What follows belongs to an exercise in optimizing a design on an open flow for a short achievable clock period and few clock cycles per item; a production flow would make more cautious choices. At most, simulation tests tie the RTL to the original design; equivalence was not proved. The RTL of runs 1 and 3 to 5 was laid out without a check of its function. No driver is modelled on the clock port, so clocking that relies on it looks cheaper here than on a real chip. Power and IR drop assume default switching activity.

`flow/config.mk`:
```
export PLATFORM = sky130hd
export DESIGN_NAME = data_cache
export DESIGN_NICKNAME = data_cache
export VERILOG_FILES = /design/flow/design.v
export SDC_FILE = /design/flow/constraint.sdc
export NUM_CORES = 4
export LEC_CHECK = 0
export ABC_CLOCK_PERIOD_IN_PS = 1500
export CAP_MARGIN = 20
export CORE_MARGIN = 2
export CORE_UTILIZATION = 70
export SETUP_SLACK_MARGIN = 3.5
export SLEW_MARGIN = 20
export SYNTH_HIERARCHICAL = 1
```
`flow/flow/run.sh`:
```
#!/bin/bash
# Standard layout, except that the delay cells are kept out of placement, timing repair
# and routing (the resizer otherwise picks them as port and fanout buffers). Synthesis
# is the standard one, unchanged.
set -euo pipefail
bash standard.sh synth > synth.log 2>&1
export DONT_USE_CELLS="sky130_fd_sc_hd__dlygate4sd1_1 sky130_fd_sc_hd__dlygate4sd2_1 sky130_fd_sc_hd__dlygate4sd3_1 sky130_fd_sc_hd__dlymetal6s2s_1 sky130_fd_sc_hd__dlymetal6s4s_1 sky130_fd_sc_hd__dlymetal6s6s_1 sky130_fd_sc_hd__clkdlybuf4s15_1 sky130_fd_sc_hd__clkdlybuf4s15_2 sky130_fd_sc_hd__clkdlybuf4s18_1 sky130_fd_sc_hd__clkdlybuf4s18_2 sky130_fd_sc_hd__clkdlybuf4s25_1 sky130_fd_sc_hd__clkdlybuf4s25_2 sky130_fd_sc_hd__clkdlybuf4s50_1 sky130_fd_sc_hd__clkdlybuf4s50_2"
bash standard.sh finish > layout.log 2>&1
```
`flow/constraint.sdc`:
```
create_clock -name core_clock -period 6.5 [get_ports {clk}]
set_input_delay 1.3000 -clock core_clock [delete_from_list [all_inputs] [get_ports {clk}]]
set_output_delay 1.3000 -clock core_clock [all_outputs]
set_load 0.01 [all_outputs]
```
`flow/standard.sh`:
```
#!/bin/bash
# synth_recipe.tcl (not shown) runs the flow's synth.tcl, then flattens the netlist and writes it again
# the make line also repeats each setting of config.mk as NAME=value (left out here)
make -C /OpenROAD-flow-scripts/flow DESIGN_CONFIG=/design/flow/config.mk WORK_HOME=/design/flow/orfs CLKGATE_MAP_FILE= SYNTH_SCRIPT=/design/flow/synth_recipe.tcl "${@:-finish}"
```
`flow/design.v`:
```
module data_cache (
   input  logic        clk,
   input  logic        reset,
   input  logic        MemWrite,
   input  logic        MemRead,
   input  logic [31:0] addr,
   input  logic [31:0] wdata,
   output logic [31:0] rdata,
   output logic        memstall,
   output logic        mem_req,
   output logic        mem_we,
   output logic [31:0] mem_addr,
   output logic [31:0] mem_wdata,
   input  logic [31:0] mem_rdata,
   input  logic        mem_ack
);
   logic        s_idle_q, s_ref_q, s_wr_q, s_ret_q;
   logic        ackret_q;   
   logic        mem_req_q;
   logic [1:0]  x_q;        
   logic        sh_q;       
   logic [31:0] rdata_q;
   logic [31:0] wd_q;
   logic [63:0] wsel_q;     
   logic [15:0] valid_q;
   logic [23:0] tag_mem  [16];
   logic [31:0] data_mem [16][4];
   logic [3:0]  idx;
   logic [1:0]  off;
   logic [23:0] tag;
   logic        hit;
   logic [15:0] idx_oh;     
   logic [3:0]  off_oh;     
   logic [15:0] tag_eq;     
   logic [3:0][15:0][31:0] col;   
   logic [3:0][31:0]  line_word;
   logic [31:0] rd_word;
   logic        wr_go;
   logic [31:0] wr_val;
   logic [1:0]  unused_addr_lsbs;
   assign idx = addr[7:4];
   assign off = addr[3:2];
   assign tag = addr[31:8];
   always_comb begin
      for (int i = 0; i < 16; i++) idx_oh[i] = (idx == i[3:0]);
      for (int w = 0; w < 4; w++) off_oh[w] = (off == w[1:0]);
   end
   for (genvar i = 0; i < 16; i++) begin : g_eq
      dc_eq24 u_eq (.a(tag_mem[i]), .b(tag), .eq(tag_eq[i]));
   end
   assign hit = |(idx_oh & valid_q & tag_eq);
   assign unused_addr_lsbs = addr[1:0];
   always_comb begin
      for (int w = 0; w < 4; w++)
         for (int i = 0; i < 16; i++) col[w][i] = data_mem[i][w];
   end
   for (genvar w = 0; w < 4; w++) begin : g_word
      dc_sel16 u_sel (.d(col[w]), .s(idx_oh), .y(line_word[w]));
   end
   dc_sel4 u_rd_sel (.d0(line_word[0]), .d1(line_word[1]), .d2(line_word[2]),
                     .d3(line_word[3]), .s(off_oh), .y(rd_word));
   assign rdata     = rdata_q;
   assign memstall  = !(s_ret_q || (ackret_q && mem_ack));
   assign mem_req   = mem_req_q || (MemWrite && reset);
   assign mem_we    = MemWrite;
   assign mem_addr  = {addr[31:4], off ^ x_q, 2'b00};
   assign mem_wdata = wdata;
   always_ff @(posedge clk or negedge reset) begin
      if (!reset) begin
         s_idle_q  <= 1'b1;
         s_ref_q   <= 1'b0;
         s_wr_q    <= 1'b0;
         s_ret_q   <= 1'b0;
         ackret_q  <= 1'b0;
         mem_req_q <= 1'b0;
         x_q       <= 2'd0;
         valid_q   <= '0;
      end else begin
         if (s_idle_q) begin
            if (MemWrite) begin
               s_idle_q  <= 1'b0;
               s_wr_q    <= 1'b1;
               ackret_q  <= 1'b1;
               mem_req_q <= 1'b1;
            end else if (MemRead) begin
               s_idle_q <= 1'b0;
               if (hit) begin
                  s_ret_q <= 1'b1;
               end else begin
                  s_ref_q   <= 1'b1;
                  mem_req_q <= 1'b1;
               end
            end
         end
         if (s_ref_q && x_q == 2'd0) valid_q[idx] <= 1'b0;
         if (s_ref_q && mem_ack) begin
            x_q      <= {x_q[0], ~x_q[1]};
            ackret_q <= (x_q == 2'd3);
            if (x_q == 2'd2) begin
               s_ref_q      <= 1'b0;
               s_idle_q     <= 1'b1;
               mem_req_q    <= 1'b0;
               valid_q[idx] <= 1'b1;
            end
         end
         if (s_wr_q && mem_ack) begin
            s_wr_q    <= 1'b0;
            s_idle_q  <= 1'b1;
            ackret_q  <= 1'b0;
            mem_req_q <= 1'b0;
         end
         if (s_ret_q) begin
            s_ret_q  <= 1'b0;
            s_idle_q <= 1'b1;
         end
      end
   end
   assign wr_go  = (s_ref_q && mem_ack) || sh_q;
   assign wr_val = s_ref_q ? mem_rdata : wd_q;
   always_ff @(posedge clk) begin
      rdata_q <= rd_word;
      sh_q <= 1'b0;
      if (s_idle_q) begin
         wd_q    <= wdata;
         for (int i = 0; i < 16; i++) wsel_q[4*i +: 4] <= idx_oh[i] ? off_oh : 4'd0;
         sh_q    <= MemWrite && hit;
      end
      if (s_ref_q && x_q == 2'd0) tag_mem[idx] <= tag;
      if (s_ref_q && mem_ack) begin
         for (int l = 0; l < 16; l++) begin
            for (int w = 0; w < 4; w++) begin
               wsel_q[4*l + w] <= wsel_q[4*l + (w ^ {1'b0, ~x_q[1] ^ x_q[0]} ^ {x_q[0] ^ x_q[1], 1'b0})];
            end
         end
      end
      for (int i = 0; i < 16; i++) begin
         for (int w = 0; w < 4; w++) begin
            if (wr_go && wsel_q[4*i + w]) data_mem[i][w] <= wr_val;
         end
      end
   end
endmodule
module dc_eq24 (
   input  logic [23:0] a,
   input  logic [23:0] b,
   output logic        eq
);
   assign eq = (a == b);
endmodule
module dc_sel4 (
   input  logic [31:0] d0,
   input  logic [31:0] d1,
   input  logic [31:0] d2,
   input  logic [31:0] d3,
   input  logic [3:0]  s,
   output logic [31:0] y
);
   assign y = ({32{s[0]}} & d0) | ({32{s[1]}} & d1) | ({32{s[2]}} & d2) | ({32{s[3]}} & d3);
endmodule
module dc_sel16 (
   input  logic [15:0][31:0] d,
   input  logic [15:0] s,
   output logic [31:0] y
);
   always_comb begin
      y = '0;
      for (int i = 0; i < 16; i++) y = y | ({32{s[i]}} & d[i]);
   end
endmodule
```
==> results.yml, run 1 <==
outcome:
  outcome: "finished clean"
critical_path:
  timing.rr.start: "s_ref_q"
  reg2regPathDepth: 5
  path_depth: 13
  regToRegSetupSlack_ps: 3710
  cp_top_family: "compound AO/OA/AOI/OAI gates"
  worstSetupStartpointType: "primary input"
  timing.critical_path.cells: "buf_8 > buf_6 > ha_4 > nand3b_1 > clkinvlp_4 > buf_12 > buf_12 > buf_16 > a22o_1 > a221oi_2 > nand4_1 > a22oi_2 > nand2_1"
  cp_max_fo: 7
  arrival_ps: 3930
  cpMostUsedCell: "buf_12"
  cp-end-kind: "flip-flop"
  critPathRequiredTime_ps: 7220
  critPathBufInv: 6
  cpPeakStageDelay_ps: 480
  worstReg2RegEnd: "wsel_q[53]"
  worstSetupPathType: "primary input to flip-flop"
  slowest_stage: "a22oi_2"
  crit_start: "addr[4]"
  crit_end: "rdata_q[29]"
floorplan:
  core.rowCount: 136
  fp.dieW_um: 376
  start_util_pct: 70.5
  die_h_um: 376
  core_area_mm2: 0.137
  dieArea_mm2: 0.141
  io_pins: 200
logic_synthesis:
  async_reset_ff_share_pct: 0.928
  ys_seq_area_share_pct: 79.6
  synth_area_leaders: "edfxtp_1 (78%), a22o_1 (4.7%), a221oi_1 (4.5%)"
  yosys.cell_count.top_type: "edfxtp_1"
  synth_edf_count: 2528
  ys_seq_elements: 2585
  ys.flop_type: "edfxtp_1"
  yosys_warnings: 10
  synth_top_area_share_pct: 78.3
  yosysTopAreaCell: "edfxtp_1"
  synth_area_mm2: 0.0969
  ys_types: 49
  synth_cells: 5058
  syn_area_per_cell_um2: 19.2
  synthTopCellsByCount: "edfxtp_1 (2528), a22o_1 (523), a221oi_1 (496)"
sta:
  max_freq_mhz: 312
  slew_headroom_pct: 19.3
  fin_skew_ps: 54.7
  rsz0062_at_grt: "yes"
  hold_violations: 0
  tightest_slew_ps: 1210
  setup_tns_ps: 0
  slew_violations: 0
  setup_viol: 0
  period_minus_slack_ps: 3210
  fin_crit_sh_pct: 49.4
clock_network:
  tritoncts: "done"
  clk_pin_slew_ps: 60
  cts_hold_buf: 0
  clk_latency_ps: 890
  numCtsBuffers: 235
  root_buffer: "clkbuf_16"
  htree_levels: 4
  cts.sinks: 2585
  ctsLongestPathBuffers: 3
pwr:
  clkPwrFrac_pct: 40.0
  seq_power_share_pct: 55.6
  p_per_area_mw_per_mm2: 287
  switchingPower_mw: 6.87
  switching_share_pct: 21.1
  combPwrFrac_pct: 4.4
  peakVddDrop_mv: 0.255
  power.leakage_nw: 37.1
  p_int_mw: 25.7
grt:
  grt_overflow: 0
  grt_pass1_vias: 54500
  antenna_found_initial: 11
  grt_pass1_wl_um: 392000
  grt_start_max_net_pins: 77
  grtUsageTotal_pct: 39.6
final_layout:
  seq_area_mm2: 0.0772
  area_delta_synth_final_pct: 17.3
  fillCellCount: 6431
  fin_nets: 5653
  multi_input_area_mm2: 0.0197
  diodes: 0
  final_cells: 7535
  drive_above_1_share_pct: 21.1
job:
  cap_violations: 0
placement:
  portBuffers: 195
  place_hpwl_um: 141000
  dp.cells: 6929
  routabilityCongestion: 0.838
detailed_routing:
  avgViaCountPerCell: 7.46
  drt_iter0_markers: 9557
  routedWlPerCell_um: 38.0
  totalWireLength_um: 287000
  drt-pass1-iter-count: 5
  antenna_left: 0
  vias: 56200
  drc: 0
hold_path:
  hold_path.class: "primary input to asynchronous set/reset pin"
routing by layer:
metal  global-route usage, %  share of wire [%]  vias to the layer above
li1                        -                  -                    22300
met1                    54.7                 35                    28700
met2                    61.3                 46                     4526
met3                    10.6                 14                      727
met4                    16.1                4.6                       16
met5                       0              0.039                        -
power by group through the flow:
stage	Sequential (mW)	Combinational [mW]	Clock [mW]
after floorplan	18.5	0.568	0
after detailed placement	18.5	1.12	0
after global placement	18.5	1.10	0
after global routing	18.1	1.49	13.7
final	18.1	1.45	13.0
after CTS	18.1	1.34	13.0
modules after synthesis, one instance, submodules excluded:
module,flops+latches,area [um^2],times used,cells inside
dc_sel16,0,2810,4,336
dc_eq24,0,264,16,32
data_cache,2585,80800,1,3094
dc_sel4,0,679,1,108
area by class of cell:
| class | count | share of cell area [%] |
|---|---|---|
| tap | 1794 | 1.98 |
| multi-input combinational | 2143 | 17.4 |
| sequential | 2585 | 67.9 |
| timing repair inverter | 6 | 0.0551 |
| clock inverter | 151 | 0.894 |
| timing repair buffer | 551 | 6.10 |
| clock buffer | 284 | 5.39 |
| inverter | 21 | 0.264 |
how the worst min path moves through the flow:
stage                   to  slack [ps]
2_1_floorplan      s_ret_q         450
3_3_place_gp   valid_q[14]         480
3_5_place_dp   valid_q[15]         490
4_1_cts            s_ref_q         400
5_1_grt            s_ref_q         450
6_report           s_ref_q         450
flip-flops by register name, summed over array words and instances, names as in the netlist:
register and flops:
data_mem 2048, s_ret_q 1, x_q 2, s_idle_q 1, rdata_q 32, tag_mem 384
sh_q 1, s_ref_q 1, valid_q 16, ackret_q 1, wd_q 32, wsel_q 64
mem_req_q 1, s_wr_q 1
per-stage QoR:
stage | utilization [%] | cell area, um^2 | worst slack [ps] | hold WS [ps] | total power [mW]
6_report | 82.6 | 114000 | 3290 | 451 | 32.6
5_1_grt | 82.6 | 114000 | 3280 | 452 | 33.3
4_1_cts | 81.7 | 112000 | 3420 | 404 | 32.5
3_5_place_dp | 74.1 | 102000 | 915 | 490 | 19.6
3_3_place_gp | 74.1 | 102000 | 984 | 482 | 19.6
2_1_floorplan | - | 97600 | 2920 | 446 | 19.0
logic make-up after synthesis:
logic type	Yosys count	share of synthesized area [%]
muxes	97	1.04
DFF	2585	79.6
buffers and inverters	331	2.26
AOI/OAI and AO/OA	1195	10.6
xor gates and xnor gates	387	3.50
and+or+nand+nor	453	2.81
other	1	0.00387
adders and majority gates	9	0.116
timing repair:
item,in CTS,in global routing
pin swaps,64,93
setup endpoints to repair,1947,203
cloned,46,14
gates resized for setup,708,122
buffers inserted,75,35
worst min-delay path, cell delays in order:
cell    delay, ps
buf_8          80
buf_12         90
buf_4         200
placed cells by master, fill, tap and decap left out, types with 11 or more instances in the layout:
cell	instances
clkinv_2	44
mux2i_1	65
a221oi_2	192
buf_4	213
buf_16	48
mux2_4	14
edfxtp_1	2528
nor2b_4	66
dlygate4sd2_1	59
a22o_1	523
clkdlybuf4s15_2	15
a22oi_2	50
clkbuf_16	247
a221oi_1	319
buf_12	43
clkbuf_1	45
mux2_2	18
buf_2	44
nand4_1	182
clkdlybuf4s50_1	33
dfxtp_1	21
bufbuf_16	31
nor2_4	13
nor4_1	58
clkinv_1	82
nor3_2	17
xnor2_1	128
buf_6	40
bufinv_16	12
o22ai_1	71
nand2_1	69
xor2_1	258
a22oi_1	14
dfrtp_1	20
dfxtp_2	11
==> run 2: changes to the inputs <==
--- a/flow/design.v
+++ b/flow/design.v
@@ -20,7 +20,6 @@
    logic [1:0]  x_q;        
    logic        sh_q;       
    logic [31:0] rdata_q;
-   logic [31:0] wd_q;
    logic [63:0] wsel_q;     
    logic [15:0] valid_q;
    logic [23:0] tag_mem  [16];
@@ -41,10 +40,8 @@
    assign idx = addr[7:4];
    assign off = addr[3:2];
    assign tag = addr[31:8];
-   always_comb begin
-      for (int i = 0; i < 16; i++) idx_oh[i] = (idx == i[3:0]);
-      for (int w = 0; w < 4; w++) off_oh[w] = (off == w[1:0]);
-   end
+   dc_dec4 u_idx_dec (.a(idx), .y(idx_oh));
+   dc_dec2 u_off_dec (.a(off), .y(off_oh));
    for (genvar i = 0; i < 16; i++) begin : g_eq
       dc_eq24 u_eq (.a(tag_mem[i]), .b(tag), .eq(tag_eq[i]));
    end
@@ -116,12 +113,11 @@
       end
    end
    assign wr_go  = (s_ref_q && mem_ack) || sh_q;
-   assign wr_val = s_ref_q ? mem_rdata : wd_q;
+   assign wr_val = MemWrite ? wdata : mem_rdata;
    always_ff @(posedge clk) begin
       rdata_q <= rd_word;
       sh_q <= 1'b0;
       if (s_idle_q) begin
-         wd_q    <= wdata;
          for (int i = 0; i < 16; i++) wsel_q[4*i +: 4] <= idx_oh[i] ? off_oh : 4'd0;
          sh_q    <= MemWrite && hit;
       end
@@ -167,3 +163,20 @@
       for (int i = 0; i < 16; i++) y = y | ({32{s[i]}} & d[i]);
    end
 endmodule
+module dc_dec2 (
+   input  logic [1:0] a,
+   output logic [3:0] y
+);
+   assign y = {a[1] & a[0], a[1] & ~a[0], ~a[1] & a[0], ~a[1] & ~a[0]};
+endmodule
+module dc_dec4 (
+   input  logic [3:0]  a,
+   output logic [15:0] y
+);
+   logic [3:0] lo, hi;
+   dc_dec2 u_lo (.a(a[1:0]), .y(lo));
+   dc_dec2 u_hi (.a(a[3:2]), .y(hi));
+   always_comb begin
+      for (int i = 0; i < 16; i++) y[i] = hi[i / 4] & lo[i % 4];
+   end
+endmodule
==> flow/flow/run.sh (replaced) <==
#!/bin/bash
# Standard layout with two changes; synthesis is the standard one, unchanged.
#  - The delay cells are kept out of port buffering, placement, timing repair and
#    routing (the resizer otherwise picks them as port and fanout buffers).
#  - After the standard timing repair of the CTS and global-route steps, more repair
#    passes aim at tighter setup margins (post_cts.tcl, post_grt.tcl).
set -euo pipefail
bash standard.sh synth > synth.log 2>&1
flow=$(pwd)/flow
for step in FLOORPLAN GLOBAL_PLACE RESIZE DETAIL_PLACE DETAIL_ROUTE REPAIR_TIMING_POST_PLACE CTS GLOBAL_ROUTE; do
  export PRE_${step}_TCL=$flow/dont_use_dly.tcl
done
export POST_CTS_TCL=$flow/post_cts.tcl
export POST_GLOBAL_ROUTE_TCL=$flow/post_grt.tcl
bash standard.sh finish > layout.log 2>&1
==> flow/flow/dont_use_dly.tcl (new file) <==
# Keep the delay cells out of every buffering and sizing step.
set_dont_use [get_lib_cells {*/sky130_fd_sc_hd__dly* */sky130_fd_sc_hd__clkdlybuf*}]
puts "dont_use_dly: [llength [get_lib_cells {*/sky130_fd_sc_hd__dly* */sky130_fd_sc_hd__clkdlybuf*}]] delay cells set dont_use"
==> flow/flow/post_cts.tcl (new file) <==
# Extra setup repair after CTS, at stepwise tighter margins.
source [file join [file dirname [info script]] dont_use_dly.tcl]
estimate_parasitics -placement
foreach margin {3.2 3.4 3.55} {
  repair_timing -setup -setup_margin $margin -repair_tns 100 -verbose
}
detailed_placement
check_placement -verbose
estimate_parasitics -placement
report_worst_slack -max
==> flow/flow/post_grt.tcl (new file) <==
# Extra setup repair on global-route parasitics, at stepwise tighter margins.
source [file join [file dirname [info script]] dont_use_dly.tcl]
estimate_parasitics -global_routing
foreach margin {3.2 3.4 3.55} {
  repair_timing -setup -setup_margin $margin -repair_tns 100 -verbose
}
global_route -start_incremental
detailed_placement
global_route -end_incremental
estimate_parasitics -global_routing
report_worst_slack -max
write_guides $::env(RESULTS_DIR)/route.guide
==> results.yml, run 2 <==
critical_path:
  arrival_ps: 3850
  reg2regPathDepth: 7
  timing.rr.start: "x_q[1]"
  critPathRequiredTime_ps: 7230
  timing.critical_path.cells: "buf_12 > and2b_4 > buf_8 > buf_1 > and2_4 > a22o_1 > a221oi_1 > nand4_1 > a22oi_2 > nand2_1"
  worstSetupPathType: "primary input to flip-flop"
  worstSetupStartpointType: "primary input"
  cp-end-kind: "flip-flop"
  cpPeakStageDelay_ps: 490
  slowest_stage: "a22oi_2"
  crit_start: "addr[5]"
  cp_max_fo: 14
final_layout:
  layout.cells.most_common: "edfxtp_1"
  mostFrequentLayoutCells: "edfxtp_1 (2496), a22o_1 (511), a221oi_1 (463)"
  area_delta_synth_final_pct: 13.4
  biggestRegsByFlops: "data_mem (2048), tag_mem (384), wsel_q (64)"
  fin_nets: 5664
  top_register: "data_mem"
  largest_reg_flops: 2048
  drive_above_1_share_pct: 15.7
  final_cells: 7536
detailed_routing:
  antenna_left: 0
  drc: 0
  totalWireLength_um: 280000
  drt_iter0_markers: 8995
  avgViaCountPerCell: 7.35
  vias: 55400
  routedWlPerCell_um: 37.1
  drt-pass1-iter-count: 6
floorplan:
  fp.dieW_um: 375
  io_pins: 200
  core_area_mm2: 0.136
  start_util_pct: 70.7
  die_h_um: 375
  dieArea_mm2: 0.140
  core.rowCount: 135
placement:
  routabilityCongestion: 0.862
  portBuffers: 195
  place_hpwl_um: 140000
  dp.cells: 6921
logic_synthesis:
  synth_simple_gate_area_share_pct: 3.24
  synthMuxAreaShare_pct: 1.05
  ys_seq_elements: 2553
  yosys_warnings: 11
  ys.flop_type: "edfxtp_1"
  synth_edf_count: 2496
  ys_types: 52
  synth_top_area_share_pct: 78.0
  synth_top_family_by_area: "compound AO/OA/AOI/OAI gates"
  synth_compound_area_share_pct: 10.6
  async_reset_ff_share_pct: 0.940
  synth_xor_area_share_pct: 3.52
  synth_area_leaders: "edfxtp_1 (78%), a22o_1 (4.7%), a221oi_1 (4.5%)"
  synthTopCellsByCount: "edfxtp_1 (2496), a22o_1 (512), a221oi_1 (496)"
  ys_seq_area_share_pct: 79.3
  synth_cells: 5094
  syn_area_per_cell_um2: 18.9
  yosysTopAreaCell: "edfxtp_1"
  yosys.cell_count.top_type: "edfxtp_1"
  synthAdderAreaFrac_pct: 0.104
  synth_area_mm2: 0.0961
grt:
  antenna_found_initial: 11
  grt_pass1_vias: 52700
  grt_pass1_wl_um: 381000
  grtUsageTotal_pct: 39.1
  grt_start_max_net_pins: 99
  grt_overflow: 0
pwr:
  power_mw: 33.1
  peakVddDrop_mv: 0.305
  power.leakage_nw: 35.0
  p_per_area_mw_per_mm2: 303
sta:
  period_minus_slack_ps: 3120
  slew_headroom_pct: 15.2
  fin_skew_ps: 32.0
  max_freq_mhz: 320
  setup_viol: 0
  hold_violations: 0
  slew_violations: 0
  setup_tns_ps: 0
  whs_ps: 448
  fin_crit_sh_pct: 48.0
  tightest_slew_ps: 1270
clock_network:
  clk_latency_ps: 870
  cts.sinks: 2553
  clk_pin_slew_ps: 60
  tritoncts: "done"
job:
  cap_violations: 0
hold_path:
  hold_path.class: "primary input to asynchronous set/reset pin"
outcome:
  outcome: "finished clean"
## run 2: cell types whose count changed in the layout (fill, tap and decap cells not counted), sizes merged, moves of 25 or more
cell,previous run,this run
and2,3,47
and2b,0,27
buf,398,423
bufbuf,31,2
clkbuf,294,380
clkdlybuf4s50,33,0
dlygate4sd2,59,0
edfxtp,2528,2496
nand3,6,84
o21ai,4,86
o22ai,73,6
## run 2: area by class of cell
cell class / instances / area [um^2]
Multi-Input combinational cell: 2251 / 19100
Clock inverter: 135 / 1060
Timing Repair Buffer: 507 / 4100
Antenna cell: 2 / 5.00
Sequential cell: 2553 / 76200
Fill cell: 6927 / 27000
Clock buffer: 298 / 6240
Tap cell: 1781 / 2230
Inverter: 9 / 33.8
## run 2: logic make-up after synthesis
logic type      after synthesis
flops                      2553
compound gates             1202
simple gates                525
xor+xnor                    386
buf+inv                     322
mux                          97
fa+ha+maj                     8
other cells                   1
## run 2: worst paths after layout
path                                  to  slack, ps
min in group core_clock      valid_q[15]        490
setup / recovery             rdata_q[28]       3380
setup reg to reg           tag_mem[5][3]       3500
max in group asynchronous     valid_q[7]       4820
hold / removal                    s_wr_q        450
hold reg to reg              valid_q[15]        490
## run 2: power breakdown
group          internal, mW  switching [mW]  leakage (nW)
Combinational         0.457            1.22          8.51
Clock                  7.27            5.89          3.57
Sequential             18.2          0.0408          22.9
## run 2: per-stage QoR
step	utilization, %	instance area (um^2)	setup WS (ps)
floorplan	-	96300	2800
global placement	72.4	98400	1900
detailed placement	72.5	98600	1810
finish	80.2	109000	3380
## run 2: per-module statistics from Yosys (local to each module, per instance)
module      cells  cell area, um^2  times used
dc_sel16      336             2810           4
dc_sel4       108              679           1
dc_dec4        16              100           1
dc_dec2         4             26.3           3
data_cache   3102            79800           1
dc_eq24        32              264          16
## run 2: worst max-delay path, delay by kind of cell
family                 cells  cell delay, ps
buffers and inverters      3             430
AND/OR/NAND/NOR            4            1060
AO/OA/AOI/OAI              3            1040
## run 2: routing by layer
layer	global-route usage, %	vias up	wire [um]
li1	-	22300	-
met1	53.7	28000	97000
met2	59.6	4407	129000
met3	9.69	644	39000
met4	19.0	4	14700
met5	0	-	31
Testbench counts of run 2, summed over its fixed seeds: cycles 119,935, accesses 20,000.
==> run 3: changes to the inputs <==
--- a/flow/design.v
+++ b/flow/design.v
@@ -30,9 +30,6 @@
    logic        hit;
    logic [15:0] idx_oh;     
    logic [3:0]  off_oh;     
-   logic [15:0] tag_eq;     
-   logic [3:0][15:0][31:0] col;   
-   logic [3:0][31:0]  line_word;
    logic [31:0] rd_word;
    logic        wr_go;
    logic [31:0] wr_val;
@@ -42,20 +39,44 @@
    assign tag = addr[31:8];
    dc_dec4 u_idx_dec (.a(idx), .y(idx_oh));
    dc_dec2 u_off_dec (.a(off), .y(off_oh));
+   logic [15:0] tag_ne;     
+   logic [15:0] line_nsel;  
+   logic [15:0] line_hit;   
+   logic [7:0]  hit_l1;
+   logic [3:0]  hit_l2;
+   logic [1:0]  hit_l3;
    for (genvar i = 0; i < 16; i++) begin : g_eq
-      dc_eq24 u_eq (.a(tag_mem[i]), .b(tag), .eq(tag_eq[i]));
-   end
-   assign hit = |(idx_oh & valid_q & tag_eq);
-   assign unused_addr_lsbs = addr[1:0];
-   always_comb begin
-      for (int w = 0; w < 4; w++)
-         for (int i = 0; i < 16; i++) col[w][i] = data_mem[i][w];
-   end
-   for (genvar w = 0; w < 4; w++) begin : g_word
-      dc_sel16 u_sel (.d(col[w]), .s(idx_oh), .y(line_word[w]));
-   end
-   dc_sel4 u_rd_sel (.d0(line_word[0]), .d1(line_word[1]), .d2(line_word[2]),
-                     .d3(line_word[3]), .s(off_oh), .y(rd_word));
+      dc_ne24 u_ne (.a(tag_mem[i]), .b(tag), .ne(tag_ne[i]));
+      dc_nand2 u_nsel (.a(idx_oh[i]), .b(valid_q[i]), .y(line_nsel[i]));
+      dc_nor2 u_hit (.a(tag_ne[i]), .b(line_nsel[i]), .y(line_hit[i]));
+   end
+   for (genvar k = 0; k < 8; k++) begin : g_hit1
+      dc_nor2 u (.a(line_hit[2*k]), .b(line_hit[2*k+1]), .y(hit_l1[k]));
+   end
+   for (genvar k = 0; k < 4; k++) begin : g_hit2
+      dc_nand2 u (.a(hit_l1[2*k]), .b(hit_l1[2*k+1]), .y(hit_l2[k]));
+   end
+   for (genvar k = 0; k < 2; k++) begin : g_hit3
+      dc_nor2 u (.a(hit_l2[2*k]), .b(hit_l2[2*k+1]), .y(hit_l3[k]));
+   end
+   dc_nand2 u_hit (.a(hit_l3[0]), .b(hit_l3[1]), .y(hit));
+   for (genvar b = 0; b < 32; b++) begin : g_rd
+      logic [15:0] lw;
+      logic [15:0] p0, p1;
+      logic [7:0]  q;
+      logic [1:0]  r;
+      for (genvar i = 0; i < 16; i++) begin : g_line
+         dc_a22oi u_p0 (.a1(off_oh[0]), .a2(data_mem[i][0][b]), .b1(off_oh[1]), .b2(data_mem[i][1][b]), .y(p0[i]));
+         dc_a22oi u_p1 (.a1(off_oh[2]), .a2(data_mem[i][2][b]), .b1(off_oh[3]), .b2(data_mem[i][3][b]), .y(p1[i]));
+         dc_nand2 u_lw (.a(p0[i]), .b(p1[i]), .y(lw[i]));
+      end
+      for (genvar m = 0; m < 8; m++) begin : g_q
+         dc_a22oi u_q (.a1(idx_oh[2*m]), .a2(lw[2*m]), .b1(idx_oh[2*m+1]), .b2(lw[2*m+1]), .y(q[m]));
+      end
+      dc_nand4 u_r0 (.a(q[0]), .b(q[1]), .c(q[2]), .d(q[3]), .y(r[0]));
+      dc_nand4 u_r1 (.a(q[4]), .b(q[5]), .c(q[6]), .d(q[7]), .y(r[1]));
+      dc_or2 u_rd (.a(r[0]), .b(r[1]), .y(rd_word[b]));
+   end
    assign rdata     = rdata_q;
    assign memstall  = !(s_ret_q || (ackret_q && mem_ack));
    assign mem_req   = mem_req_q || (MemWrite && reset);
@@ -136,33 +157,6 @@
       end
    end
 endmodule
-module dc_eq24 (
-   input  logic [23:0] a,
-   input  logic [23:0] b,
-   output logic        eq
-);
-   assign eq = (a == b);
-endmodule
-module dc_sel4 (
-   input  logic [31:0] d0,
-   input  logic [31:0] d1,
-   input  logic [31:0] d2,
-   input  logic [31:0] d3,
-   input  logic [3:0]  s,
-   output logic [31:0] y
-);
-   assign y = ({32{s[0]}} & d0) | ({32{s[1]}} & d1) | ({32{s[2]}} & d2) | ({32{s[3]}} & d3);
-endmodule
-module dc_sel16 (
-   input  logic [15:0][31:0] d,
-   input  logic [15:0] s,
-   output logic [31:0] y
-);
-   always_comb begin
-      y = '0;
-      for (int i = 0; i < 16; i++) y = y | ({32{s[i]}} & d[i]);
-   end
-endmodule
 module dc_dec2 (
    input  logic [1:0] a,
    output logic [3:0] y
@@ -180,3 +174,43 @@
       for (int i = 0; i < 16; i++) y[i] = hi[i / 4] & lo[i % 4];
    end
 endmodule
+module dc_ne24 (
+   input  logic [23:0] a,
+   input  logic [23:0] b,
+   output logic        ne
+);
+   logic [23:0] x;
+   logic [7:0]  g;
+   logic [3:0]  h;
+   for (genvar j = 0; j < 24; j++) begin : g_x
+      dc_xnor2 u (.a(a[j]), .b(b[j]), .y(x[j]));
+   end
+   for (genvar k = 0; k < 8; k++) begin : g_g
+      dc_nand3 u (.a(x[3*k]), .b(x[3*k+1]), .c(x[3*k+2]), .y(g[k]));
+   end
+   for (genvar m = 0; m < 4; m++) begin : g_h
+      dc_nor2 u (.a(g[2*m]), .b(g[2*m+1]), .y(h[m]));
+   end
+   dc_nand4 u_ne (.a(h[0]), .b(h[1]), .c(h[2]), .d(h[3]), .y(ne));
+endmodule
+module dc_xnor2 (input logic a, input logic b, output logic y);
+   assign y = ~(a ^ b);
+endmodule
+module dc_nand2 (input logic a, input logic b, output logic y);
+   assign y = ~(a & b);
+endmodule
+module dc_nand3 (input logic a, input logic b, input logic c, output logic y);
+   assign y = ~(a & b & c);
+endmodule
+module dc_nand4 (input logic a, input logic b, input logic c, input logic d, output logic y);
+   assign y = ~(a & b & c & d);
+endmodule
+module dc_nor2 (input logic a, input logic b, output logic y);
+   assign y = ~(a | b);
+endmodule
+module dc_or2 (input logic a, input logic b, output logic y);
+   assign y = a | b;
+endmodule
+module dc_a22oi (input logic a1, input logic a2, input logic b1, input logic b2, output logic y);
+   assign y = ~((a1 & a2) | (b1 & b2));
+endmodule
==> results.yml, run 3 <==
outcome:
  outcome: "finished clean"
grt:
  grt_pass1_vias: 57000
  grt_overflow: 0
  use_met3_pct: 6.49
  globalRoute.busiestLayer: "met2"
  antenna_found_initial: 20
  gr-usage-met1_pct: 52.0
  grt_start_max_net_pins: 105
  grt_pass1_wl_um: 398000
  grtUsageTotal_pct: 37.1
  met2_usage_pct: 58.8
logic_synthesis:
  synth_cells: 5636
  ys.flop_type: "edfxtp_1"
  synth_edf_count: 2496
  yosys_warnings: 10
  yosys.cell_count.top_type: "edfxtp_1"
  ys_seq_elements: 2553
  synth_area_mm2: 0.103
  synth_area_leaders: "edfxtp_1 (73%), a22oi_2 (16%), xnor2_1 (3.3%)"
  synth_top_area_share_pct: 72.8
  syn_area_per_cell_um2: 18.3
  async_reset_ff_share_pct: 0.940
  ys_types: 50
  synthTopCellsByCount: "edfxtp_1 (2496), a22oi_2 (1280), nand2_1 (553)"
  yosysTopAreaCell: "edfxtp_1"
  ys_seq_area_share_pct: 74.0
critical_path:
  timing.critical_path.cells: "a21oi_4 > buf_12 > nor2b_4 > buf_2"
  timing.rr.start: "s_ref_q"
  worstReg2RegEnd: "data_mem[4][18]"
  cp_max_fo: 55
  reg2regPathDepth: 4
  critPathRequiredTime_ps: 6990
  regToRegSetupSlack_ps: 3340
  worstSetupPathType: "flip-flop to flip-flop"
  cp-end-kind: "flip-flop"
  slowest_stage: "nor2b_4"
  cpPeakStageDelay_ps: 920
  arrival_ps: 3660
  worstSetupStartpointType: "flip-flop"
final_layout:
  largest_reg_flops: 2048
  fin_nets: 6409
  fillCellCount: 7575
  layout.cells.most_common: "edfxtp_1"
  top_register: "data_mem"
  area_delta_synth_final_pct: 14.0
  biggestRegsByFlops: "data_mem (2048), tag_mem (384), wsel_q (64)"
  mostFrequentLayoutCells: "edfxtp_1 (2496), a22oi_2 (1280), nand2_1 (552)"
  drive_above_1_share_pct: 32.4
clock_network:
  cts.sinks: 2553
  clk_pin_slew_ps: 60
  tritoncts: "done"
  clk_latency_ps: 860
detailed_routing:
  drt-pass1-iter-count: 6
  avgViaCountPerCell: 6.90
  vias: 58200
  drc: 0
  drt_iter0_markers: 7692
  routedWlPerCell_um: 33.3
  antenna_left: 0
  totalWireLength_um: 280000
floorplan:
  dieArea_mm2: 0.150
  core.rowCount: 140
  io_pins: 200
  fp.dieW_um: 388
  core_area_mm2: 0.146
  start_util_pct: 70.6
  die_h_um: 388
sta:
  setup_tns_ps: 0
  tightest_slew_ps: 1220
  hold_violations: 0
  fin_ws_ps: 3340
  slew_violations: 0
  max_freq_mhz: 316
  fin_crit_sh_pct: 48.7
  fin_skew_ps: 24.5
  slew_headroom_pct: 18.6
  period_minus_slack_ps: 3160
  setup_viol: 0
placement:
  place_hpwl_um: 151000
  routabilityCongestion: 0.837
  portBuffers: 195
  pre_cts_ws_ps: 2050
pwr:
  p_per_area_mw_per_mm2: 340
  power_mw: 39.9
  power.leakage_nw: 37.2
  peakVddDrop_mv: 0.316
job:
  cap_violations: 0
hold_path:
  hold_path.class: "primary input to asynchronous set/reset pin"
run 3: cell types whose count changed in the layout (fill, tap and decap cells not counted), sizes merged, moves of 255 or more:
cell / before / now
xor2: 258 / 3
xnor2: 128 / 384
nand2: 50 / 553
a22oi: 64 / 1280
a22o: 512 / 11
a221oi: 512 / 0
run 3: power breakdown:
| part | switching [mW] | total, mW | leakage (nW) | internal, mW |
|---|---|---|---|---|
| Clock | 5.93 | 13.6 | 3.74 | 7.67 |
| Sequential | 0.756 | 21.0 | 23.3 | 20.2 |
| Combinational | 3.71 | 5.32 | 10.1 | 1.60 |
run 3: per-layer routing:
layer  part of all wire (%)  vias up  routed length (um)
li1                       -    24200                   -
met1                     37    30100              105000
met2                     48     3384              135000
met3                     10      617               28700
met4                    4.4        8               12400
met5                  0.017        -                  49
run 3: worst max path at each step:
stage,depth (start not counted),from,endpoint,slack (ps)
detailed placement,7,addr[5],rdata_q[16],2050
floorplan,6,addr[3],rdata_q[0],-5400
global placement,7,addr[7],rdata_q[17],2070
finish,4,s_ref_q,data_mem[4][18],3340
run 3: per-stage QoR:
step                      std cells  cell area (um^2)  util [%]  hold WS (ps)
after floorplan                5637            103000         -           428
after global placement         7828            107000      73.5           463
after detailed placement       7837            108000      73.7           468
final                          8434            117000      80.5           224
run 3: layout make-up:
cell class	instances	area, um^2	share of cell area, %
Inverter	6	22.5	0.0192
Multi-Input combinational cell	2980	27000	23.0
Timing Repair Buffer	523	4200	3.58
Tap cell	1917	2400	2.04
Clock inverter	135	1220	1.04
Sequential cell	2553	76200	64.9
Antenna cell	12	30.0	0.0256
Clock buffer	308	6370	5.43
run 3: kinds of logic after synthesis:
logic type | share of synthesized area (%)
mux | 0.982
xor+xnor | 3.29
simple gates | 4.78
compound gates | 16.2
other cells | 0.00364
buf+inv | 0.690
fa+ha+maj | 0.0851
flops | 74.0
run 3: Yosys stat by module, one instance, submodules excluded, excerpt:
module / flip-flops and latches / cell area (um^2) / cells
data_cache: 2553 / 79700 / 3081
dc_or2: 0 / 6.26 / 1
dc_dec2: 0 / 26.3 / 4
dc_nor2: 0 / 3.75 / 1
dc_dec4: 0 / 100 / 16
dc_xnor2: 0 / 8.76 / 1
dc_nand2: 0 / 3.75 / 1
dc_a22oi: 0 / 12.5 / 1
dc_nand3: 0 / 5.00 / 1
dc_nand4: 0 / 6.26 / 1
run 3: worst max-delay path: cells and delay by family, from the launching register on:
| kind | cells | cell delay [ps] |
|---|---|---|
| DFF | 1 | 590 |
| and+or+nand+nor | 1 | 920 |
| buffers and inverters | 2 | 880 |
| AOI/OAI and AO/OA | 1 | 260 |
==> run 4: changes to the inputs <==
--- a/flow/design.v
+++ b/flow/design.v
@@ -20,7 +20,6 @@
    logic [1:0]  x_q;        
    logic        sh_q;       
    logic [31:0] rdata_q;
-   logic [63:0] wsel_q;     
    logic [15:0] valid_q;
    logic [23:0] tag_mem  [16];
    logic [31:0] data_mem [16][4];
@@ -32,6 +31,8 @@
    logic [3:0]  off_oh;     
    logic [31:0] rd_word;
    logic        wr_go;
+   logic [1:0]  woff;
+   logic [3:0]  woff_oh;
    logic [31:0] wr_val;
    logic [1:0]  unused_addr_lsbs;
    assign idx = addr[7:4];
@@ -81,7 +82,7 @@
    assign memstall  = !(s_ret_q || (ackret_q && mem_ack));
    assign mem_req   = mem_req_q || (MemWrite && reset);
    assign mem_we    = MemWrite;
-   assign mem_addr  = {addr[31:4], off ^ x_q, 2'b00};
+   assign mem_addr  = {addr[31:4], woff, 2'b00};
    assign mem_wdata = wdata;
    always_ff @(posedge clk or negedge reset) begin
       if (!reset) begin
@@ -135,24 +136,16 @@
    end
    assign wr_go  = (s_ref_q && mem_ack) || sh_q;
    assign wr_val = MemWrite ? wdata : mem_rdata;
+   assign woff   = off ^ x_q;
+   dc_dec2 u_woff_dec (.a(woff), .y(woff_oh));
    always_ff @(posedge clk) begin
       rdata_q <= rd_word;
       sh_q <= 1'b0;
-      if (s_idle_q) begin
-         for (int i = 0; i < 16; i++) wsel_q[4*i +: 4] <= idx_oh[i] ? off_oh : 4'd0;
-         sh_q    <= MemWrite && hit;
-      end
+      if (s_idle_q) sh_q <= MemWrite && hit;
       if (s_ref_q && x_q == 2'd0) tag_mem[idx] <= tag;
-      if (s_ref_q && mem_ack) begin
-         for (int l = 0; l < 16; l++) begin
-            for (int w = 0; w < 4; w++) begin
-               wsel_q[4*l + w] <= wsel_q[4*l + (w ^ {1'b0, ~x_q[1] ^ x_q[0]} ^ {x_q[0] ^ x_q[1], 1'b0})];
-            end
-         end
-      end
       for (int i = 0; i < 16; i++) begin
          for (int w = 0; w < 4; w++) begin
-            if (wr_go && wsel_q[4*i + w]) data_mem[i][w] <= wr_val;
+            if (wr_go && idx_oh[i] && woff_oh[w]) data_mem[i][w] <= wr_val;
          end
       end
    end
==> results.yml, run 4 <==
outcome:
  outcome: "finished clean"
critical_path:
  cp_max_fo: 2
  worstReg2RegEnd: "data_mem[7][11]"
  reg2regPathDepth: 8
  timing.rr.start: "x_q[0]"
  regToRegSetupSlack_ps: 3560
  cp-end-kind: "output port"
  worstSetupPathType: "primary input to output port"
  arrival_ps: 1860
  critPathRequiredTime_ps: 5200
  worstSetupStartpointType: "primary input"
clock_network:
  tritoncts: "done"
  clk_latency_ps: 870
  clk_pin_slew_ps: 60
  cts.sinks: 2489
logic_synthesis:
  synth_top_area_share_pct: 73.2
  async_reset_ff_share_pct: 0.964
  yosys_warnings: 10
  synth_area_leaders: "edfxtp_1 (73%), a22oi_2 (16%), xnor2_1 (3.4%)"
  synth_area_mm2: 0.0998
  ys.flop_type: "edfxtp_1"
  synth_edf_count: 2432
  syn_area_per_cell_um2: 18.6
  ys_seq_elements: 2489
  synth_cells: 5359
  ys_types: 51
  ys_seq_area_share_pct: 74.4
  yosysTopAreaCell: "edfxtp_1"
  yosys.cell_count.top_type: "edfxtp_1"
  synthTopCellsByCount: "edfxtp_1 (2432), a22oi_2 (1280), nand2_1 (544)"
final_layout:
  fin_nets: 6097
  fin_util_pct: 80.1
  mostFrequentLayoutCells: "edfxtp_1 (2432), a22oi_2 (1280), nand2_1 (544)"
  fillCellCount: 7259
  biggestRegsByFlops: "data_mem (2048), tag_mem (384), rdata_q (32)"
  drive_above_1_share_pct: 33.1
  multi_input_area_mm2: 0.0254
  top_register: "data_mem"
  layout.cells.most_common: "edfxtp_1"
  area_delta_synth_final_pct: 13.6
  largest_reg_flops: 2048
  seq_area_mm2: 0.0743
detailed_routing:
  antenna_left: 0
  vias: 55600
  drt_iter0_markers: 7792
  avgViaCountPerCell: 6.88
  routedWlPerCell_um: 33.0
  totalWireLength_um: 267000
  drt-pass1-iter-count: 6
  drc: 0
pwr:
  p_per_area_mw_per_mm2: 290
  peakVddDrop_mv: 0.253
  power.leakage_nw: 35.3
sta:
  fin_skew_ps: 26.1
  period_minus_slack_ps: 3160
  tightest_slew_ps: 1180
  slew_headroom_pct: 21.6
  max_freq_mhz: 316
  setup_tns_ps: 0
  fin_crit_sh_pct: 48.6
  hold_violations: 0
  slew_violations: 0
  setup_viol: 0
floorplan:
  io_pins: 200
  start_util_pct: 70.5
  fp.dieW_um: 382
  core_area_mm2: 0.142
  core.rowCount: 138
  die_h_um: 382
  dieArea_mm2: 0.146
hold_path:
  hold_path.class: "primary input to asynchronous set/reset pin"
grt:
  grt_overflow: 0
  grt_pass1_vias: 54400
  grt_start_max_net_pins: 105
  grtUsageTotal_pct: 35.9
  antenna_found_initial: 13
  grt_pass1_wl_um: 374000
placement:
  place_hpwl_um: 137000
  routabilityCongestion: 0.829
  portBuffers: 195
job:
  cap_violations: 0
run 4: cell types whose count changed in the layout (fill, tap and decap cells not counted), sizes merged, moves of 54 or more:
cell | before | now
edfxtp | 2496 | 2432
buf | 438 | 382
nor2b | 82 | 11
and2 | 22 | 100
mux2i | 65 | 1
o21ai | 67 | 8
nand3 | 197 | 143
run 4: worst max path at each step:
stage              from          endpoint  slack [ps]
2_1_floorplan   addr[3]        rdata_q[0]       -5390
3_3_place_gp    addr[2]  data_mem[31][21]        1530
3_5_place_dp    addr[2]  data_mem[41][13]        1780
6_report       MemWrite           mem_req        3340
run 4: layout make-up:
class | count | area share [%]
clock inverters | 111 | 0.745
diodes | 3 | 0.00662
flip-flops and latches | 2489 | 65.5
clock buffers | 328 | 5.66
well taps | 1890 | 2.09
multi-input cells | 2789 | 22.4
inverters | 8 | 0.0265
repair buffers | 471 | 3.55
run 4: logic make-up after synthesis:
| kind of cell | Yosys count | share of synthesized area, % |
|---|---|---|
| other | 1 | 0.00376 |
| DFF | 2489 | 74.4 |
| muxes | 34 | 0.382 |
| adders and majority gates | 4 | 0.0501 |
| AOI/OAI and AO/OA | 1317 | 16.3 |
| buffers and inverters | 91 | 0.608 |
| xor gates and xnor gates | 389 | 3.43 |
| and+or+nand+nor | 1034 | 4.76 |
run 4: metal layers:
layer	global-route usage [%]	up-vias	share of wire (%)
li1	-	23100	-
met1	51.4	28700	38
met2	55.8	3351	47
met3	8.34	491	12
met4	10.8	2	3.1
met5	0	-	0.0075
run 4: stage by stage:
step                cells  power, mW  hold WS (ps)  worst slack [ps]  instance area [um^2]
floorplan            5360       19.5           431             -5390                 99800
global placement     7509       19.9           444              1530                104000
detailed placement   7513       19.9           459              1780                104000
finish               8089       32.9           278              3340                113000
run 4: modules after synthesis, one instance, submodules excluded, a selection:
module / cells / cell area [um^2] / copies in the design
data_cache: 2800 / 76500 / 1
dc_a22oi: 1 / 12.5 / 1280
dc_dec2: 4 / 26.3 / 4
dc_dec4: 16 / 100 / 1
dc_nand2: 1 / 3.75 / 533
dc_nand4: 1 / 6.26 / 80
dc_nor2: 1 / 3.75 / 90
dc_or2: 1 / 6.26 / 32
run 4: power by group:
group          switching [mW]  total, mW  internal [mW]
clock                    5.76       13.1           7.31
combinational            1.43       2.09          0.661
sequential             0.0233       17.8           17.7
total                    7.22       32.9           25.7
run 4: critical path, stage by stage:
cell and delay (ps):
clkbuf_16 140, buf_12 140, a21o_1 150, clkbuf_2 120
==> run 5: changes to the inputs <==
--- a/flow/design.v
+++ b/flow/design.v
@@ -135,7 +135,7 @@
       end
    end
    assign wr_go  = (s_ref_q && mem_ack) || sh_q;
-   assign wr_val = MemWrite ? wdata : mem_rdata;
+   assign wr_val = s_wr_q ? wdata : mem_rdata;
    assign woff   = off ^ x_q;
    dc_dec2 u_woff_dec (.a(woff), .y(woff_oh));
    always_ff @(posedge clk) begin
==> results.yml, run 5 <==
logic_synthesis:
  synth_edf_count: 2432
  synth_area_leaders: "edfxtp_1 (73%), a22oi_2 (16%), xnor2_1 (3.4%)"
  ys_seq_elements: 2489
  synthMuxAreaShare_pct: 0.382
  ys.flop_type: "edfxtp_1"
  synth_simple_gate_area_share_pct: 4.76
  synth_top_family_by_area: "compound AO/OA/AOI/OAI gates"
  yosys.cell_count.top_type: "edfxtp_1"
  synth_cells: 5359
  synth_xor_area_share_pct: 3.43
  async_reset_ff_share_pct: 0.964
  yosys_warnings: 10
  synth_top_area_share_pct: 73.2
  synthAdderAreaFrac_pct: 0.0501
  yosysTopAreaCell: "edfxtp_1"
  synthTopCellsByCount: "edfxtp_1 (2432), a22oi_2 (1280), nand2_1 (544)"
  synth_compound_area_share_pct: 16.3
  ys_seq_area_share_pct: 74.4
  synth_area_mm2: 0.0998
  ys_types: 51
  syn_area_per_cell_um2: 18.6
floorplan:
  core.rowCount: 138
  die_h_um: 382
  dieArea_mm2: 0.146
  core_area_mm2: 0.142
  start_util_pct: 70.5
  fp.dieW_um: 382
  io_pins: 200
grt:
  grt_pass1_wl_um: 374000
  grtUsageTotal_pct: 35.8
  antenna_found_initial: 19
  grt_overflow: 0
  grt_start_max_net_pins: 110
  grt_pass1_vias: 54100
hold_path:
  hold_path.class: "primary input to asynchronous set/reset pin"
detailed_routing:
  routedWlPerCell_um: 32.5
  drt-pass1-iter-count: 6
  vias: 55700
  totalWireLength_um: 264000
  drc: 0
  drt_iter0_markers: 7262
  antenna_left: 0
  avgViaCountPerCell: 6.86
final_layout:
  area_delta_synth_final_pct: 14.0
  fin_nets: 6135
  largest_reg_flops: 2048
  layout.cells.most_common: "edfxtp_1"
  biggestRegsByFlops: "data_mem (2048), tag_mem (384), rdata_q (32)"
  top_register: "data_mem"
  mostFrequentLayoutCells: "edfxtp_1 (2432), a22oi_2 (1280), nand2_1 (543)"
  stdcell_area_mm2: 0.114
  drive_above_1_share_pct: 33.4
sta:
  whs_ps: 440
  setup_viol: 0
  fin_crit_sh_pct: 48.1
  hold_violations: 0
  fin_skew_ps: 24.5
  slew_headroom_pct: 26.0
  period_minus_slack_ps: 3120
  slew_violations: 0
  max_freq_mhz: 320
  tightest_slew_ps: 1110
job:
  cap_violations: 0
clock_network:
  cts.sinks: 2489
  clk_pin_slew_ps: 60
  clk_latency_ps: 850
  tritoncts: "done"
critical_path:
  regToRegSetupSlack_ps: 3580
  cp_max_fo: 6
  worstSetupStartpointType: "primary input"
  worstReg2RegEnd: "data_mem[11][1]"
  timing.rr.start: "x_q[0]"
  reg2regPathDepth: 6
  cp-end-kind: "output port"
  worstSetupPathType: "primary input to output port"
  arrival_ps: 1820
  critPathRequiredTime_ps: 5200
pwr:
  peakVddDrop_mv: 0.280
  power.leakage_nw: 35.5
  p_per_area_mw_per_mm2: 288
placement:
  routabilityCongestion: 0.826
  placed_area_mm2: 0.104
  portBuffers: 195
  place_hpwl_um: 140000
outcome:
  outcome: "finished clean"
[run 5: changes by cell type in the layout (fill, tap and decap cells not counted), moves of 6 or more]
| cell | before | now |
|---|---|---|
| buf_16 | 12 | 6 |
| clkinv_2 | 34 | 42 |
| buf_6 | 33 | 54 |
| clkbuf_8 | 28 | 20 |
| clkbuf_4 | 13 | 20 |
| and2_4 | 63 | 73 |
| buf_1 | 184 | 205 |
| and2_2 | 36 | 22 |
| bufbuf_16 | 0 | 7 |
| clkbuf_1 | 78 | 65 |
[run 5: routing by layer]
| metal | wire length, um | vias up | part of all wire (%) | global-route usage, % |
|---|---|---|---|---|
| met5 | 13 | - | 0.0049 | 0 |
| met4 | 7810 | 2 | 3.0 | 10.3 |
| met3 | 29800 | 496 | 11 | 7.41 |
| met2 | 124000 | 3297 | 47 | 55.1 |
| met1 | 102000 | 28800 | 39 | 52.9 |
| li1 | - | 23100 | - | - |
[run 5: worst max-delay path: stages]
cell and delay [ps]:
buf_16 130, xor2_4 210, buf_6 170
[run 5: worst max-delay path by stage]
stage | startpoint | to | slack, ps | cells after the start
final | addr[2] | mem_addr[2] | 3380 | 3
after detailed placement | addr[2] | data_mem[29][17] | 1630 | 6
after global placement | addr[2] | data_mem[1][18] | 1720 | 6
after floorplan | addr[3] | rdata_q[0] | -5390 | 6
[run 5: Yosys stat by module (local to each module, per instance), a selection]
| module | copies in the design | area, um^2 | flops+latches | cells inside |
|---|---|---|---|---|
| data_cache | 1 | 76500 | 2489 | 2800 |
| dc_dec4 | 1 | 100 | 0 | 16 |
| dc_dec2 | 4 | 26.3 | 0 | 4 |
| dc_a22oi | 1280 | 12.5 | 0 | 1 |
| dc_xnor2 | 384 | 8.76 | 0 | 1 |
| dc_nand4 | 80 | 6.26 | 0 | 1 |
| dc_or2 | 32 | 6.26 | 0 | 1 |
| dc_nand3 | 128 | 5.00 | 0 | 1 |
| dc_nand2 | 533 | 3.75 | 0 | 1 |
| dc_nor2 | 90 | 3.75 | 0 | 1 |
[run 5: layout make-up]
| cell class | instances | area (um^2) |
|---|---|---|
| well taps | 1890 | 2360 |
| flip-flops and latches | 2489 | 74300 |
| diodes | 7 | 17.5 |
| repair buffers | 513 | 4350 |
| multi-input cells | 2785 | 25400 |
| clock inverters | 121 | 913 |
| clock buffers | 317 | 6440 |
| inverters | 8 | 30.0 |
| fillers | 7267 | 27800 |
[run 5: report_power, final]
part	switching (mW)	leakage [nW]	internal (mW)
Combinational	1.31	9.43	0.669
Sequential	0.0201	22.5	17.6
Clock	5.76	3.61	7.40
Total	7.10	35.5	25.7
[run 5: metrics by stage]
stage / TNS [ps] / power (mW) / utilization [%] / instances / setup WS (ps)
floorplan: -172640 / 19.3 / - / 5360 / -5390
detailed placement: 0 / 19.7 / 73.2 / 7539 / 1630
finish: 0 / 32.8 / 80.4 / 8130 / 3380
global placement: 0 / 19.7 / 73.2 / 7539 / 1720
[run 5: cell families after synthesis]
group	Yosys count
AND/OR/NAND/NOR	1034
AO/OA/AOI/OAI	1317
adder cells (fa/ha/maj)	4
multiplexers	34
XOR/XNOR	389
other	1
flip-flops	2489
buffers and inverters	91
==> run 6: changes to the inputs <==
--- a/flow/design.v
+++ b/flow/design.v
@@ -82,7 +82,10 @@
    assign memstall  = !(s_ret_q || (ackret_q && mem_ack));
    assign mem_req   = mem_req_q || (MemWrite && reset);
    assign mem_we    = MemWrite;
-   assign mem_addr  = {addr[31:4], woff, 2'b00};
+   logic [1:0] req_off;
+   dc_xor2 u_req_off0 (.a(off[0]), .b(x_q[0]), .y(req_off[0]));
+   dc_xor2 u_req_off1 (.a(off[1]), .b(x_q[1]), .y(req_off[1]));
+   assign mem_addr  = {addr[31:4], req_off, 2'b00};
    assign mem_wdata = wdata;
    always_ff @(posedge clk or negedge reset) begin
       if (!reset) begin
@@ -189,6 +192,9 @@
 module dc_xnor2 (input logic a, input logic b, output logic y);
    assign y = ~(a ^ b);
 endmodule
+module dc_xor2 (input logic a, input logic b, output logic y);
+   assign y = a ^ b;
+endmodule
 module dc_nand2 (input logic a, input logic b, output logic y);
    assign y = ~(a & b);
 endmodule
==> results.yml, run 6 <==
final_layout:
  mostFrequentLayoutCells: "edfxtp_1 (2432), a22oi_2 (1280), nand2_1 (544)"
  drive_above_1_share_pct: 33.6
  fin_util_pct: 80.4
  area_delta_synth_final_pct: 14.0
  top_register: "data_mem"
  biggestRegsByFlops: "data_mem (2048), tag_mem (384), rdata_q (32)"
  seq_area_mm2: 0.0743
  layout.cells.most_common: "edfxtp_1"
  fin_nets: 6130
  multi_input_area_mm2: 0.0254
  fillCellCount: 7269
  largest_reg_flops: 2048
pwr:
  p_per_area_mw_per_mm2: 289
  clkPwrFrac_pct: 40.5
  p_int_mw: 25.9
  combPwrFrac_pct: 5.9
  power_mw: 32.9
  switchingPower_mw: 7.04
  seq_power_share_pct: 53.6
  switching_share_pct: 21.4
  power.leakage_nw: 35.5
  peakVddDrop_mv: 0.257
grt:
  grt_start_max_net_pins: 92
  globalRoute.busiestLayer: "met2"
  grt_pass1_vias: 54600
  grtUsageTotal_pct: 36.0
  grt_pass1_wl_um: 375000
  met2_usage_pct: 56.1
  grt_overflow: 0
  antenna_found_initial: 16
  gr-usage-met1_pct: 52.2
  use_met3_pct: 7.27
detailed_routing:
  routedWlPerCell_um: 32.8
  drt-pass1-iter-count: 8
  vias: 55700
  totalWireLength_um: 267000
  drc: 0
  drt_iter0_markers: 7805
  avgViaCountPerCell: 6.86
  antenna_left: 0
floorplan:
  io_pins: 200
  dieArea_mm2: 0.146
  die_h_um: 382
  core_area_mm2: 0.142
  core.rowCount: 138
  start_util_pct: 70.5
  fp.dieW_um: 382
logic_synthesis:
  yosys_warnings: 10
  ys_types: 51
  synth_edf_count: 2432
  synth_area_mm2: 0.0998
  synth_top_area_share_pct: 73.2
  ys.flop_type: "edfxtp_1"
  yosysTopAreaCell: "edfxtp_1"
  synth_area_leaders: "edfxtp_1 (73%), a22oi_2 (16%), xnor2_1 (3.4%)"
  async_reset_ff_share_pct: 0.964
  ys_seq_elements: 2489
  syn_area_per_cell_um2: 18.6
  synth_cells: 5361
  ys_seq_area_share_pct: 74.4
  synthTopCellsByCount: "edfxtp_1 (2432), a22oi_2 (1280), nand2_1 (544)"
  yosys.cell_count.top_type: "edfxtp_1"
clock_network:
  cts.sinks: 2489
  clk_latency_ps: 860
  clk_pin_slew_ps: 60
  tritoncts: "done"
job:
  cap_violations: 0
outcome:
  outcome: "finished clean"
critical_path:
  critPathRequiredTime_ps: 7210
  cp-end-kind: "flip-flop"
  crit_start: "addr[26]"
  reg2regPathDepth: 3
  cp_max_fo: 16
  worstSetupStartpointType: "primary input"
  worstSetupPathType: "primary input to flip-flop"
  arrival_ps: 3880
  timing.rr.start: "s_wr_q"
sta:
  max_freq_mhz: 316
  tightest_slew_ps: 1200
  fin_ws_ps: 3330
  fin_crit_sh_pct: 48.7
  slew_violations: 0
  setup_viol: 0
  fin_skew_ps: 24.4
  slew_headroom_pct: 20.3
  hold_violations: 0
  period_minus_slack_ps: 3170
placement:
  routabilityCongestion: 0.820
  portBuffers: 195
  place_hpwl_um: 140000
  pre_cts_ws_ps: 1710
hold_path:
  hold_path.class: "primary input to asynchronous set/reset pin"
==> run 6: cell types whose count changed after synthesis <==
cell    delta
xor2_1     +2
==> run 6: power by group through the flow <==
stage               clock network (mW)  registers (mW)  logic [mW]
finish                            13.3            17.6        1.94
detailed placement                   0            18.0        1.71
global placement                     0            18.0        1.67
floorplan                            0            18.0        1.34
==> run 6: final cells by class <==
type / instances / share of cell area [%]
well taps: 1890 / 2.08
inverters: 8 / 0.0264
multi-input cells: 2789 / 22.3
repair buffers: 505 / 3.79
flip-flops and latches: 2489 / 65.3
clock inverters: 104 / 0.861
diodes: 2 / 0.00440
clock buffers: 329 / 5.66
==> run 6: final timing paths <==
check / slack, ps / to
max: 3330 / s_ref_q
min: 430 / mem_req_q
max reg2reg: 3370 / data_mem[26][28]
min reg2reg: 510 / valid_q[9]
max in group asynchronous: 5240 / x_q[1]
min in group core_clock: 510 / valid_q[9]
==> run 6: critical path: stages <==
cell,delay [ps]
clkbuf_16,100
buf_2,520
xnor2_1,190
nand3_1,120
nor2_1,400
nand4_1,290
nor2_1,150
nor2_1,50
nand2_1,60
nor2_1,80
nand2_1,140
nor2b_1,90
a31oi_1,280
nor2_1,80
==> run 6: cell families (layout without fill, tap and decap cells) <==
logic type | Yosys count | count (layout) | share of synthesized area, %
compound gates | 1317 | 1317 | 16.3
xor+xnor | 391 | 391 | 3.45
fa+ha+maj | 4 | 4 | 0.0501
buf+inv | 91 | 946 | 0.610
flops | 2489 | 2489 | 74.4
mux | 34 | 34 | 0.382
other cells | 1 | 4 | 0.00376
simple gates | 1034 | 1041 | 4.76
==> run 6: Yosys stat by module, one instance, submodules excluded, a selection <==
module	cells	area (um^2)	flops+latches	copies in the design
dc_nor2	1	3.75	0	90
dc_nand2	1	3.75	0	533
dc_nand4	1	6.26	0	80
dc_xor2	1	8.76	0	2
dc_dec4	16	100	0	1
dc_dec2	4	26.3	0	4
dc_or2	1	6.26	0	32
dc_a22oi	1	12.5	0	1280
data_cache	2800	76500	2489	1
dc_nand3	1	5.00	0	128
dc_xnor2	1	8.76	0	384
==> run 6: stage by stage <==
stage	setup TNS, ps	hold slack (ps)	cells	area [um^2]
floorplan	-172640	431	5362	99800
global placement	0	446	7526	104000
detailed placement	0	470	7527	104000
finish	0	425	8116	114000
==> run 6: routing by layer <==
| metal | part of all wire, % | routed length, um | vias up |
|---|---|---|---|
| met1 | 38 | 102000 | 28700 |
| met2 | 47 | 126000 | 3397 |
| met4 | 3.1 | 8350 | 2 |
| met5 | 0.0034 | 9 | - |
| met3 | 11 | 29400 | 506 |
| li1 | - | - | 23100 |
Testbench counts of run 6, summed over its fixed seeds: cycles 119,935, accesses 20,000.
==> run 7: changes to the inputs <==
--- a/flow/config.mk
+++ b/flow/config.mk
@@ -8,7 +8,7 @@
 export ABC_CLOCK_PERIOD_IN_PS = 1500
 export CAP_MARGIN = 20
 export CORE_MARGIN = 2
-export CORE_UTILIZATION = 70
+export CORE_UTILIZATION = 60
 export SETUP_SLACK_MARGIN = 3.5
 export SLEW_MARGIN = 20
 export SYNTH_HIERARCHICAL = 1
==> results.yml, run 7 <==
grt:
  grt_pass1_wl_um: 388000
  antenna_found_initial: 10
  grt_start_max_net_pins: 127
  grt_overflow: 0
  grtUsageTotal_pct: 32.3
  grt_pass1_vias: 53600
detailed_routing:
  routedWlPerCell_um: 32.8
  avgViaCountPerCell: 6.51
  vias: 55000
  drc: 0
  drt_iter0_markers: 6485
  totalWireLength_um: 277000
  drt-pass1-iter-count: 5
  antenna_left: 0
pwr:
  power_mw: 33.9
  p_per_area_mw_per_mm2: 295
  power.leakage_nw: 35.9
  peakVddDrop_mv: 0.296
outcome:
  outcome: "finished clean"
logic_synthesis:
  synth_cells: 5361
  synth_area_leaders: "edfxtp_1 (73%), a22oi_2 (16%), xnor2_1 (3.4%)"
  ys.flop_type: "edfxtp_1"
  yosys_warnings: 10
  ys_seq_area_share_pct: 74.4
  synth_top_area_share_pct: 73.2
  ys_types: 51
  synthTopCellsByCount: "edfxtp_1 (2432), a22oi_2 (1280), nand2_1 (544)"
  yosys.cell_count.top_type: "edfxtp_1"
  yosysTopAreaCell: "edfxtp_1"
  async_reset_ff_share_pct: 0.964
  synth_edf_count: 2432
  synth_area_mm2: 0.0998
  ys_seq_elements: 2489
  syn_area_per_cell_um2: 18.6
clock_network:
  clk_pin_slew_ps: 60
  cts.sinks: 2489
  clk_latency_ps: 920
  tritoncts: "done"
sta:
  hold_violations: 0
  fin_crit_sh_pct: 47.5
  setup_viol: 0
  tightest_slew_ps: 1150
  period_minus_slack_ps: 3090
  whs_ps: 469
  fin_skew_ps: 46.4
  slew_headroom_pct: 23.2
  slew_violations: 0
  max_freq_mhz: 324
  setup_tns_ps: 0
critical_path:
  slowest_stage: "nand4_1"
  worstSetupPathType: "primary input to flip-flop"
  cp_top_family: "simple AND/OR/NAND/NOR gates"
  cpMostUsedCell: "a22oi_2"
  critPathRequiredTime_ps: 7270
  worstSetupStartpointType: "primary input"
  cp-end-kind: "flip-flop"
  arrival_ps: 3860
  timing.critical_path.cells: "buf_16 > buf_6 > nor2_4 > buf_12 > clkbuf_4 > a22oi_2 > nand2_1 > a22oi_2 > nand4_1 > or2_1"
  cp_max_fo: 49
  critPathBufInv: 4
  cpPeakStageDelay_ps: 550
floorplan:
  core_area_mm2: 0.165
  dieArea_mm2: 0.170
  io_pins: 200
  die_h_um: 412
  start_util_pct: 60.4
  fp.dieW_um: 412
  core.rowCount: 149
final_layout:
  fin_nets: 6183
  drive_above_1_share_pct: 33.7
  mostFrequentLayoutCells: "edfxtp_1 (2432), a22oi_2 (1280), nand2_1 (543)"
  layout.cells.most_common: "edfxtp_1"
  top_register: "data_mem"
  fin_util_pct: 69.5
  area_delta_synth_final_pct: 15.0
  multi_input_area_mm2: 0.0254
  seq_area_mm2: 0.0743
  fillCellCount: 10700
  largest_reg_flops: 2048
  biggestRegsByFlops: "data_mem (2048), tag_mem (384), rdata_q (32)"
placement:
  place_hpwl_um: 145000
  routabilityCongestion: 0.817
  portBuffers: 195
job:
  cap_violations: 0
hold_path:
  hold_path.class: "primary input to asynchronous set/reset pin"
-- run 7: cell count changes in the layout (fill, tap and decap cells not counted), moves of 7 or more --
cell / previous run / this run
and2_2: 22 / 39
clkbuf_2: 25 / 32
bufinv_16: 18 / 8
clkbuf_16: 278 / 317
and2_4: 73 / 57
buf_6: 35 / 50
clkinv_1: 36 / 54
clkinv_2: 40 / 29
-- run 7: worst paths after layout --
check / startpoint / endpoint / slack [ps] / cells after the start
hold / removal: reset / valid_q[5] / 470 / 3
hold reg to reg: valid_q[5] / valid_q[5] / 500 / 1
min in group core_clock: valid_q[5] / valid_q[5] / 500 / 1
max in group asynchronous: reset / s_wr_q / 5040 / 4
setup / recovery: addr[3] / rdata_q[15] / 3410 / 10
setup reg to reg: x_q[0] / data_mem[47][4] / 3540 / 8
-- run 7: cells by family (layout without fill, tap and decap cells) --
group,count (synthesis),after routing,synth area share (%)
flip-flops,2489,2489,74.4
adder cells (fa/ha/maj),4,4,0.0501
AO/OA/AOI/OAI,1317,1317,16.3
multiplexers,34,34,0.382
AND/OR/NAND/NOR,1034,1041,4.76
XOR/XNOR,391,391,3.45
other,1,3,0.00376
buffers and inverters,91,983,0.610
-- run 7: layout make-up --
cell class / instances / area share [%]
clock buffers: 367 / 6.53
flip-flops and latches: 2489 / 64.7
repair buffers: 515 / 3.69
diodes: 1 / 0.00218
inverters: 8 / 0.0262
multi-input cells: 2789 / 22.1
clock inverters: 93 / 0.527
well taps: 2189 / 2.39
-- run 7: per-module statistics from Yosys, one instance, submodules excluded, excerpt --
module      times used  cells inside  cell area [um^2]  flops+latches
dc_nand3           128             1              5.00              0
dc_a22oi          1280             1              12.5              0
dc_nor2             90             1              3.75              0
dc_xor2              2             1              8.76              0
data_cache           1          2800             76500           2489
dc_dec2              4             4              26.3              0
dc_xnor2           384             1              8.76              0
dc_nand2           533             1              3.75              0
dc_or2              32             1              6.26              0
dc_nand4            80             1              6.26              0
dc_dec4              1            16               100              0
-- run 7: power by group --
part / switching [mW] / internal (mW)
combinational: 1.29 / 0.633
sequential: 0.0228 / 17.6
clock: 5.97 / 8.34
total: 7.28 / 26.6
-- run 7: per-layer routing --
| metal | routed length, um | part of all wire (%) | track usage (%) | up-vias |
|---|---|---|---|---|
| met5 | 27 | 0.0097 | 0 | - |
| met3 | 23100 | 8.3 | 5.68 | 373 |
| met4 | 6150 | 2.2 | 7.89 | 4 |
| met2 | 133000 | 48 | 51.2 | 2393 |
| li1 | - | - | - | 23200 |
| met1 | 115000 | 41 | 47.1 | 29000 |
-- run 7: worst min-delay path: stages --
cell    delay [ps]
buf_16          80
buf_1           70
buf_2          320
-- run 7: metrics by stage --
stage	setup slack [ps]	std cells	instance area, um^2
6_report	3410	8451	115000
3_5_place_dp	1680	7866	104000
3_3_place_gp	1630	7864	104000
2_1_floorplan	-5390	5362	99800

Check on run 7: ideal ports give 3.414 ns setup slack; a clkbuf_16 on the clock port and buf_2 on the inputs give 3.345 ns; moving port delays by the midpoint clock arrival (0.983 ns) as well gives 2.432 ns.
